Source: an optimization exercise on an open RTL-to-GDS flow (aim: small area, a short achievable clock period and few clock cycles per item). Production flows keep margins and buffers that such runs may drop.
Only simulation tests tie the RTL to the original design; equivalence was not proved.
Power figures rest on the tool's default switching activity, not on a simulated workload.

the previous run:
// glyph_grid_extent_finder
module glyph_grid_extent_finder (
  input  wire logic                        clk,
  input  wire logic                        rst_n,
  input  wire logic                        cfg_we,
  input  wire logic                        cfg_index,
  input  wire logic [6:0]                  cfg_data,
  input  wire logic                        in_valid,
  output      logic                        in_stall,
  input  wire logic                        in_op,
  input  wire logic                        in_frame_start,
  input  wire logic [31:0]                 in_pixel_value,
  input  wire logic [7:0]                  in_glyph_index,
  output      logic                        out_valid,
  input  wire logic                        out_stall,
  output      logic [9:0]                  out_glyph_x,
  output      logic [10:0]                 out_glyph_y,
  output      logic [6:0]                  out_glyph_w,
  output      logic [6:0]                  out_glyph_h,
  output      logic [5:0]                  out_space_width,
  output      logic [6:0]                  out_line_height
);
Size: ~3600 flip-flops, about 110 I/O pins, ~99000 um2 of cells after synthesis.
==> flow/config.mk <==
export PLATFORM = sky130hd
export DESIGN_NAME = glyph_grid_extent_finder
export DESIGN_NICKNAME = glyph_grid_extent_finder
export VERILOG_FILES = /design/flow/design.v
export SDC_FILE = /design/flow/constraint.sdc
export NUM_CORES = 4
export LEC_CHECK = 0
export CAP_MARGIN = 20
export CORE_MARGIN = 2
export CORE_UTILIZATION = 50
export CTS_BUF_LIST = sky130_fd_sc_hd__clkbuf_16
export CTS_CLUSTER_DIAMETER = 60
export CTS_CLUSTER_SIZE = 24
export PLACE_DENSITY = 0.6
export SETUP_SLACK_MARGIN = 4.8
export SLEW_MARGIN = 20
export TNS_END_PERCENT = 100
==> flow/constraint.sdc <==
create_clock -name core_clock -period 8.0 [get_ports {clk}]
set_input_delay 1.6000 -clock core_clock [delete_from_list [all_inputs] [get_ports {clk}]]
set_output_delay 1.6000 -clock core_clock [all_outputs]
set_load 0.01 [all_outputs]
run.sh (not shown) runs the stock make flow with config.mk's settings and CLKGATE_MAP_FILE= SYNTH_SCRIPT=/design/flow/synth_recipe.tcl, a recipe that flattens the netlist after the stock synthesis.
Testbench counts of the previous run, summed over its fixed seeds: cycles 44,030, items 41,958.
Setup changes, the previous run to the current run
- clearing CTS_BUF_LIST, which used to be sky130_fd_sc_hd__clkbuf_16
- clearing CTS_CLUSTER_DIAMETER, which used to be 60
- clearing CTS_CLUSTER_SIZE, which used to be 24
[summary]
The current run finished end to end and its layout was clean on timing, DRC and antenna.
From the previous run to the current run the numbers moved as follows: met3 wire length rose 4.2%; buffer count from post-CTS setup fixing rose 2; utilization of the core after routing rose 3.0 points.
Looking at cell with the biggest individual delay on the critical path, the sky130_fd_sc_hd__nand4_1 result is from the current run; the sky130_fd_sc_hd__a221oi_1 one comes from the previous run.
Changes observed in the current run relative to the previous run: part of the power in the clock network went up; global-route wire length before repair +8.9 mm; number of buffers other than clock buffers in the final layout now larger; maximum frequency went down; worst-case setup margin in the final layout now smaller.
Comparing the current run with the previous run, the count of multi-input gates came out essentially unchanged.

---

glyph_grid_extent_finder, a different RTL version from the one above (not shown whole).
Size: about 7,100 cells after synthesis, ~3,600 flip-flops, ~110 I/O pins, about 100,000 um2 of cells after synthesis.
// glyph_grid_extent_finder
module glyph_grid_extent_finder (
  input  wire logic                        clk,
  input  wire logic                        rst_n,
  input  wire logic                        cfg_we,
  input  wire logic                        cfg_index,
  input  wire logic [6:0]                  cfg_data,
  input  wire logic                        in_valid,
  output      logic                        in_stall,
  input  wire logic                        in_op,
  input  wire logic                        in_frame_start,
  input  wire logic [31:0]                 in_pixel_value,
  input  wire logic [7:0]                  in_glyph_index,
  output      logic                        out_valid,
  input  wire logic                        out_stall,
  output      logic [9:0]                  out_glyph_x,
  output      logic [10:0]                 out_glyph_y,
  output      logic [6:0]                  out_glyph_w,
  output      logic [6:0]                  out_glyph_h,
  output      logic [5:0]                  out_space_width,
  output      logic [6:0]                  out_line_height
);
  localparam logic [11:0] EMPTY = {6'd63, 6'd0};
  logic [6:0]  cw_r, ch_r;
  logic [5:0]  cwm1_r, chm1_r;
  logic [6:0]  cfg_eff;
  logic [31:0] bg_r;
  logic [7:0]  t_r;
  ...
==> flow/config.mk <==
export PLATFORM = sky130hd
export DESIGN_NAME = glyph_grid_extent_finder
export DESIGN_NICKNAME = glyph_grid_extent_finder
export VERILOG_FILES = /design/flow/design.v
export SDC_FILE = /design/flow/constraint.sdc
export NUM_CORES = 4
export LEC_CHECK = 0
export CAP_MARGIN = 20
export CORE_MARGIN = 2
export CORE_UTILIZATION = 62
export CTS_BUF_LIST = sky130_fd_sc_hd__clkbuf_16
export CTS_CLUSTER_DIAMETER = 60
export CTS_CLUSTER_SIZE = 24
export PLACE_DENSITY = 0.72
export SETUP_SLACK_MARGIN = 4.8
export SLEW_MARGIN = 20
export TNS_END_PERCENT = 100
==> flow/constraint.sdc <==
create_clock -name core_clock -period 8.0 [get_ports {clk}]
set_input_delay 1.6000 -clock core_clock [delete_from_list [all_inputs] [get_ports {clk}]]
set_output_delay 1.6000 -clock core_clock [all_outputs]
set_load 0.01 [all_outputs]
standard.sh (not shown) runs the stock make flow with config.mk's settings and CLKGATE_MAP_FILE= SYNTH_SCRIPT=/design/flow/synth_recipe.tcl, a recipe that flattens the netlist after the stock synthesis.
==> flow/flow/run.sh <==
#!/bin/bash
# The standard layout, with two changes: the port buffers are buf_4 cells (instead of the
# resizer's default pick, a delay buffer), and timing repair may resize a cell into any cell of
# the same function (not only one of the same footprint).
set -euo pipefail
export BUFFER_PORTS_ARGS="-buffer_cell sky130_fd_sc_hd__buf_4"
bash standard.sh MATCH_CELL_FOOTPRINT=0 finish > flow_standard.log 2>&1
Testbench counts at the start, summed over its fixed seeds: cycles 44,030, items 41,958.
==> next run, changes <==
==> flow/run.sh (new file) <==
#!/bin/bash
# synth_recipe.tcl (not shown) runs the flow's synth.tcl, then flattens the netlist and writes it again
# the make line also repeats each setting of config.mk as NAME=value (left out here)
make -C /OpenROAD-flow-scripts/flow DESIGN_CONFIG=/design/flow/config.mk WORK_HOME=/design/flow/orfs CLKGATE_MAP_FILE= SYNTH_SCRIPT=/design/flow/synth_recipe.tcl finish
removed: flow/flow/run.sh
removed: flow/standard.sh
=>
- count of clock-buffer cells in the layout falls by 3
- power goes down by 0.62%
- wire length decreases by about 1.1%
==> next run, changes <==
Settings changed: CORE_UTILIZATION 62 to 70, CTS_CLUSTER_SIZE 24 to 28, PLACE_DENSITY 0.72 to 0.8.
Outcome: Critical path depth drops by 3. Synthesized cell count stays the same. Routed wire length climbs by 1.1%. Final area hardly moves. Hold slack loses 0.0043 ns. Cell count drops by 2.5%.

---

build 24:
glyph_grid_extent_finder, a different RTL version from the one above (not shown whole).
For scale: roughly 7200 cells after synthesis, about 3600 flip-flops, ~110 I/O pins, ~100000 um^2 of cells after synthesis.
Design glyph_grid_extent_finder, start of the top module:
module glyph_grid_extent_finder (
  input  wire logic                        clk,
  input  wire logic                        rst_n,
  input  wire logic                        cfg_we,
  input  wire logic                        cfg_index,
  input  wire logic [6:0]                  cfg_data,
  input  wire logic                        in_valid,
  output      logic                        in_stall,
  input  wire logic                        in_op,
  input  wire logic                        in_frame_start,
  input  wire logic [31:0]                 in_pixel_value,
  input  wire logic [7:0]                  in_glyph_index,
  output      logic                        out_valid,
  input  wire logic                        out_stall,
  output      logic [9:0]                  out_glyph_x,
  output      logic [10:0]                 out_glyph_y,
  output      logic [6:0]                  out_glyph_w,
  output      logic [6:0]                  out_glyph_h,
  output      logic [5:0]                  out_space_width,
  output      logic [6:0]                  out_line_height
);
clock: 8.0 ns
lec_check: 0
cap_margin: 20
core_margin: 2
core_utilization: 50
cts_buf_list: sky130_fd_sc_hd__clkbuf_16
cts_cluster_diameter: 80
cts_cluster_size: 32
place_density: 0.6
setup_slack_margin: 4.8
slew_margin: 20
tns_end_percent: 100
run.sh (not shown) runs the stock make flow with config.mk's settings and CLKGATE_MAP_FILE= SYNTH_SCRIPT=/design/flow/synth_recipe.tcl, a recipe that flattens the netlist after the stock synthesis.
Stock flow here: none of the scripts above is used.
Build 24 closes out successfully: all stages finished, all timing, DRC and antenna checks passed.
Testbench counts of build 24, summed over its fixed seeds: cycles 44,030, items 41,958.
Setup changes, build 24 to build 98
- changing CTS_CLUSTER_SIZE from 32 to 24
- changing CTS_CLUSTER_DIAMETER from 80 to 60
- changing CORE_UTILIZATION from 50 to 62
- changing PLACE_DENSITY from 0.6 to 0.72
==> comparison <==
- For build 24, the launching element of the worst setup path was gi1[0], unlike build 98, where it was fs1.
- Build 98 vs. build 24: minimum clock period saw a decrease, maximum number of pins on one net before global-route repair saw a decrease, first-pass GRT wire length saw a decrease.
- Build 98 reached the final stage; the timing, DRC and antenna checks on its layout passed.
diff inputs: build 98 => build 36
- CORE_UTILIZATION changed from 62 to 50
- PLACE_DENSITY changed from 0.72 to 0.6
==> flow/flow/run.sh (new file) <==
#!/bin/bash
# The standard layout, with two changes: the port buffers are buf_4 cells (instead of the
# resizer's default pick, a delay buffer), and timing repair may resize a cell into any cell of
# the same function (not only one of the same footprint).
set -euo pipefail
export BUFFER_PORTS_ARGS="-buffer_cell sky130_fd_sc_hd__buf_4"
bash standard.sh MATCH_CELL_FOOTPRINT=0 finish > flow_standard.log 2>&1
==> flow/standard.sh (new file) <==
#!/bin/bash
# synth_recipe.tcl (not shown) runs the flow's synth.tcl, then flattens the netlist and writes it again
# the make line also repeats each setting of config.mk as NAME=value (left out here)
make -C /OpenROAD-flow-scripts/flow DESIGN_CONFIG=/design/flow/config.mk WORK_HOME=/design/flow/orfs CLKGATE_MAP_FILE= SYNTH_SCRIPT=/design/flow/synth_recipe.tcl "${@:-finish}"
removed: flow/run.sh
==> run summary <==
Comparing build 36 and build 98, the lower post-route minimum period is on build 98. Across build 36 and build 98, none had a timing, DRC or antenna violation. Of build 36 and build 98, it is build 36 that has the lower total met3 wirelength after detailed routing. On wire length of the first global-routing pass, build 98 beats build 36. Build 36 vs build 98: count of clock-buffer cells in the layout up.

---

wip/fjord:
Another version of the RTL of glyph_grid_extent_finder (not shown whole).
Size: about 7100 cells after synthesis, roughly 3600 flip-flops, roughly 100000 um^2 of cells after synthesis.
export LEC_CHECK = 0
export CAP_MARGIN = 20
export CORE_MARGIN = 2
export CORE_UTILIZATION = 62
export CTS_BUF_LIST = sky130_fd_sc_hd__clkbuf_16
export CTS_CLUSTER_DIAMETER = 50
export CTS_CLUSTER_SIZE = 20
export PLACE_DENSITY = 0.72
export SETUP_SLACK_MARGIN = 5
export SLEW_MARGIN = 20
export TNS_END_PERCENT = 100
create_clock -name core_clock -period 8.0 [get_ports {clk}]
standard.sh (not shown) runs the stock make flow with config.mk's settings and CLKGATE_MAP_FILE= SYNTH_SCRIPT=/design/flow/synth_recipe.tcl, a recipe that flattens the netlist after the stock synthesis.
==> flow/flow/run.sh <==
#!/bin/bash
# The standard layout, with two changes: the port buffers are buf_4 cells (instead of the
# resizer's default pick, a delay buffer), and timing repair may resize a cell into any cell of
# the same function (not only one of the same footprint).
set -euo pipefail
export BUFFER_PORTS_ARGS="-buffer_cell sky130_fd_sc_hd__buf_4"
bash standard.sh MATCH_CELL_FOOTPRINT=0 finish > flow_standard.log 2>&1
The final layout from wip/fjord, which completed every stage, passed the timing, DRC and antenna checks at the end of the flow.
Testbench counts of wip/fjord, summed over its fixed seeds: cycles 44,030, items 41,958.
#### Input delta (wip/raven over wip/fjord)
Settings: changing CTS_CLUSTER_SIZE from 20 to 24; changing CTS_CLUSTER_DIAMETER from 50 to 60.
- Of wip/raven and wip/fjord, it is wip/raven that has the lower routed length on met1.
- Comparing wip/fjord and wip/raven, the lower multi-input combinational area share is on wip/fjord.
- Total number of nets in the final design was higher in wip/fjord than in wip/raven.
- wip/raven vs. wip/fjord: via count moved down; share of synthesized registers carrying an async set or reset level; area overhead of the layout relative to synthesis moved down; number of post-CTS setup repair buffers moved down.
> inputs changed (wip/raven -> wip/xenon)
Settings: SETUP_SLACK_MARGIN now 4.8, was 5.
==> run summary <==
- Delta (wip/xenon minus wip/raven): proportion of power drawn by flip-flops and latches shows no meaningful change; reg2reg setup slack shows a reduction of 0.07 ns; final instance area down about 1%; highest achievable clock rate dropped about 2%.
- The area used by multi-input combinational logic in wip/xenon was lower than what wip/raven gave.
Input-level comparison between wip/quartz and wip/xenon:
==> flow/run.sh (new file) <==
#!/bin/bash
# synth_recipe.tcl (not shown) runs the flow's synth.tcl, then flattens the netlist and writes it again
# the make line also repeats each setting of config.mk as NAME=value (left out here)
make -C /OpenROAD-flow-scripts/flow DESIGN_CONFIG=/design/flow/config.mk WORK_HOME=/design/flow/orfs CLKGATE_MAP_FILE= SYNTH_SCRIPT=/design/flow/synth_recipe.tcl finish
removed: flow/flow/run.sh
removed: flow/standard.sh
==> comparison <==
wip/quartz against wip/xenon: worst setup slack fell 0.10 ns, final period demand of the worst path picked up an extra 0.10 ns, switching part of the total stayed essentially flat, summed instance area of the synthesized netlist ~0 delta.
There was hardly any difference in largest clock skew in the final design between wip/xenon and wip/quartz.

==> port drivers added, routing unchanged <==
How much do the figures lean on ideal ports? The routed layouts below were timed once more, with nothing changed but the port constraints. Step 1 (the two cells are an assumption about what drives the block):
set clk [get_ports {clk}]
set_driving_cell -lib_cell sky130_fd_sc_hd__clkbuf_16 $clk
set_driving_cell -lib_cell sky130_fd_sc_hd__buf_2 [delete_from_list [all_inputs] $clk]
Step 2 times the ports against the registers' clock, not the clock port: input delays grow and output delays shrink by t, the midpoint of the rising clock arrivals with the driver on. Three values: no drivers, after step 1, after step 2; two values: the first two.
run	t (ns)	setup slack, ns	clock arrival spread, ns	cell pins on the clock port's net
the previous run	0.937	4.739 / 4.739 / 3.944	0.036 / 0.036	1
the current run	0.999	4.713 / 4.713 / 3.931	0.075 / 0.075	1
the first run of note 2	0.915	4.738 / 4.738 / 4.069	0.034 / 0.035	1
the second run of note 2	0.918	4.697 / 4.697 / 3.937	0.034 / 0.034	1
the third run of note 2	0.905	4.652 / 4.652 / 3.987	0.054 / 0.054	1
build 24	0.901	4.721 / 4.721 / 3.962	0.052 / 0.052	1
build 98	0.909	4.795 / 4.743 / 3.985	0.038 / 0.037	1
build 36	0.938	4.781 / 4.771 / 4.014	0.041 / 0.041	1
wip/fjord	0.911	4.862 / 4.862 / 4.169	0.048 / 0.048	1
wip/raven	0.924	4.909 / 4.909 / 4.214	0.047 / 0.047	1
wip/xenon	0.921	4.843 / 4.843 / 4.067	0.049 / 0.049	1
wip/quartz	0.923	4.743 / 4.743 / 3.904	0.037 / 0.036	1
After both steps every run listed still meets setup and hold. For wip/quartz, which loses most, drivers alone change the setup slack by 0.000 ns; drivers and shift together by -0.839 ns.
